Source: an optimization exercise on an open RTL-to-GDS flow (aim: small area). Production flows keep margins and buffers that such runs may drop. Only simulation tests tie the RTL to the original design; equivalence was not proved.

==> inputs of v38 <==
==> flow/design.v <==
module regfile_aoi222 (
   input  logic a0, b0, a1, b1, a2, b2,
   output logic y
);
   assign y = ~((a0 & b0) | (a1 & b1) | (a2 & b2));
endmodule
module regfile_nand4 (
   input  logic a, b, c, d,
   output logic y
);
   assign y = ~(a & b & c & d);
endmodule
module regfile_nand2 (
   input  logic a, b,
   output logic y
);
   assign y = ~(a & b);
endmodule
module regfile_ao2111 (
   input  logic a, b, c, d, e,
   output logic y
);
   assign y = (a & b) | c | d | e;
endmodule
module regfile_ao22 (
   input  logic a0, b0, a1, b1,
   output logic y
);
   assign y = (a0 & b0) | (a1 & b1);
endmodule
module regfile_rdbit (
   input  logic [31:1] sel,
   input  logic [31:1] val,
   output logic        y
);
   logic [9:0] n;    
   logic [2:0] p;    
   for (genvar k = 0; k < 10; k++) begin : g_aoi
      regfile_aoi222 u_aoi (
         .a0(sel[3*k+1]), .b0(val[3*k+1]),
         .a1(sel[3*k+2]), .b1(val[3*k+2]),
         .a2(sel[3*k+3]), .b2(val[3*k+3]),
         .y(n[k])
      );
   end
   regfile_nand4 u_p0 (.a(n[0]), .b(n[1]), .c(n[2]), .d(n[3]), .y(p[0]));
   regfile_nand4 u_p1 (.a(n[4]), .b(n[5]), .c(n[6]), .d(n[7]), .y(p[1]));
   regfile_nand2 u_p2 (.a(n[8]), .b(n[9]), .y(p[2]));
   regfile_ao2111 u_out (.a(sel[31]), .b(val[31]), .c(p[0]), .d(p[1]), .e(p[2]), .y(y));
endmodule
module regfile #(
   parameter int XLEN   = 32,
   parameter int ADDR_W = 5
) (
   input  logic              clk,
   input  logic              rst_n,
   input  logic [ADDR_W-1:0] r1_reg_name,
   output logic [XLEN-1:0]   r1_reg_val,
   input  logic [ADDR_W-1:0] r2_reg_name,
   output logic [XLEN-1:0]   r2_reg_val,
   input  logic              w_enable,
   input  logic [ADDR_W-1:0] w_reg_name,
   input  logic [XLEN-1:0]   w_reg_val
);
   localparam int NREG = 2 ** ADDR_W;
   logic [XLEN-1:0] regs_q [1:NREG-1];
   logic [NREG-1:1] wr_row, hold_row, sel1, sel2;
   always_comb begin
      for (int i = 1; i < NREG; i++) begin
         wr_row[i]   = rst_n & w_enable & (w_reg_name == ADDR_W'(i));
         hold_row[i] = rst_n & ~(w_enable & (w_reg_name == ADDR_W'(i)));
         sel1[i]     = (r1_reg_name == ADDR_W'(i));
         sel2[i]     = (r2_reg_name == ADDR_W'(i));
      end
   end
   logic [XLEN-1:0] regs_d [1:NREG-1];
   for (genvar i = 1; i < NREG; i++) begin : g_wr
      for (genvar b = 0; b < XLEN; b++) begin : g_bit
         regfile_ao22 u_d (
            .a0(wr_row[i]), .b0(w_reg_val[b]),
            .a1(hold_row[i]), .b1(regs_q[i][b]),
            .y(regs_d[i][b])
         );
      end
   end
   always_ff @(posedge clk) begin
      for (int i = 1; i < NREG; i++) begin
         regs_q[i] <= regs_d[i];
      end
   end
   for (genvar b = 0; b < XLEN; b++) begin : g_rd
      logic [NREG-1:1] col;
      for (genvar i = 1; i < NREG; i++) begin : g_col
         assign col[i] = regs_q[i][b];
      end
      regfile_rdbit u_rd1 (.sel(sel1), .val(col), .y(r1_reg_val[b]));
      regfile_rdbit u_rd2 (.sel(sel2), .val(col), .y(r2_reg_val[b]));
   end
endmodule
==> flow/run.sh <==
#!/bin/bash
# synth_recipe.tcl (not shown) runs the flow's synth.tcl, then flattens the netlist and writes it again
# the make line also repeats each setting of config.mk as NAME=value (left out here)
make -C /OpenROAD-flow-scripts/flow DESIGN_CONFIG=/design/flow/config.mk WORK_HOME=/design/flow/orfs CLKGATE_MAP_FILE= SYNTH_SCRIPT=/design/flow/synth_recipe.tcl finish
==> flow/config.mk <==
export PLATFORM = sky130hd
export DESIGN_NAME = regfile
export DESIGN_NICKNAME = regfile
export VERILOG_FILES = /design/flow/design.v
export SDC_FILE = /design/flow/constraint.sdc
export NUM_CORES = 4
export LEC_CHECK = 0
export CAP_MARGIN = 35
export CORE_MARGIN = 2
export CORE_UTILIZATION = 55
export SLEW_MARGIN = 20
export SYNTH_HIERARCHICAL = 1
==> flow/constraint.sdc <==
create_clock -name core_clock -period 10.0 [get_ports {clk}]
set_input_delay 2.0000 -clock core_clock [delete_from_list [all_inputs] [get_ports {clk}]]
set_output_delay 2.0000 -clock core_clock [all_outputs]
set_load 0.01 [all_outputs]
==> inputs of v28, as changes to v38 <==
==> flow/flow/run.sh (new file) <==
#!/bin/bash
# The standard layout, with two changes made through ORFS's own variables:
# the port buffers are the smallest buffer, and clock tree synthesis uses
# small clock buffers with larger sink clusters and no dummy loads.
set -euo pipefail
export BUFFER_PORTS_ARGS="-buffer_cell sky130_fd_sc_hd__buf_1"
export CTS_ARGS="-sink_clustering_enable -repair_clock_nets -buf_list {sky130_fd_sc_hd__clkbuf_4 sky130_fd_sc_hd__clkbuf_8} -sink_clustering_size 16 -sink_clustering_max_diameter 60 -dont_use_dummy_load"
bash standard.sh > standard.log 2>&1
==> flow/standard.sh (new file) <==
#!/bin/bash
# synth_recipe.tcl (not shown) runs the flow's synth.tcl, then flattens the netlist and writes it again
# the make line also repeats each setting of config.mk as NAME=value (left out here)
make -C /OpenROAD-flow-scripts/flow DESIGN_CONFIG=/design/flow/config.mk WORK_HOME=/design/flow/orfs CLKGATE_MAP_FILE= SYNTH_SCRIPT=/design/flow/synth_recipe.tcl "${@:-finish}"
Settings changed: CAP_MARGIN 35 to 10, CORE_UTILIZATION 55 to 35, PLACE_DENSITY from default to 0.45, SLEW_MARGIN 20 to 10.
removed: flow/run.sh
==> flow_summary.ini <==
[finish]
seq_share_pct = 46.3
multi_input_area_share_pct = 42.9
nClkBuffers = 97

[routing]
wl_met2_um = 85800

[die]
start_util_pct = 35.3

[timing]
post-route-min-period_ns = 7.49
fin_ws_ns = 2.51

[outcome]
status = finished clean

[global_route]
use_met3_pct = 9.50
grtUsageMet2_pct = 51.6

[place]
placed_cell_area_sq_mm = 0.0416
The numbers above come from v28.

==> flow_summary.ini <==
[worst_setup_path]
slowest_stage = clkdlybuf4s50_1
ff2ff_path_depth = 1

[place]
placed_cell_area_sq_mm = 0.0421
gp_congestion = 0.980

[finish]
seq_share_pct = 43.4
nClkBuffers = 147
multi_input_area_share_pct = 40.2

[die]
start_util_pct = 55.3

[outcome]
status = finished clean

[timing]
fin_ws_ns = 2.06
The numbers above come from v38.

[static timing again, ports no longer ideal]
The flow's constraints put no driver on any port. The routed layouts listed below were extracted and timed again, unchanged, in two steps. Step 1 assumes that a clkbuf_16 drives the clock port and a buf_2 every other input. Step 2 adds t to the input delays and takes it off the output delays; t is the mean of the earliest and latest rising clock arrival at the registers after step 1. Input paths then give back, and output paths get back, about the clock's delay inside the block. a / b / c = no drivers / after step 1 / after step 2; a / b = the first two.
| run | t, ns | setup slack, ns | slew at the worst register clock pin (ns) |
|---|---|---|---|
| v38 | 0.738 | 2.057 / 2.020 / 2.020 | 0.07 / 0.07 |
| v28 | 0.845 | 2.509 / 2.479 / 2.479 | 0.11 / 0.11 |
After both steps setup and hold are still met in every run listed. The setup slack of v38, which loses most, moves by -0.037 ns with the drivers and by -0.037 ns with both steps.
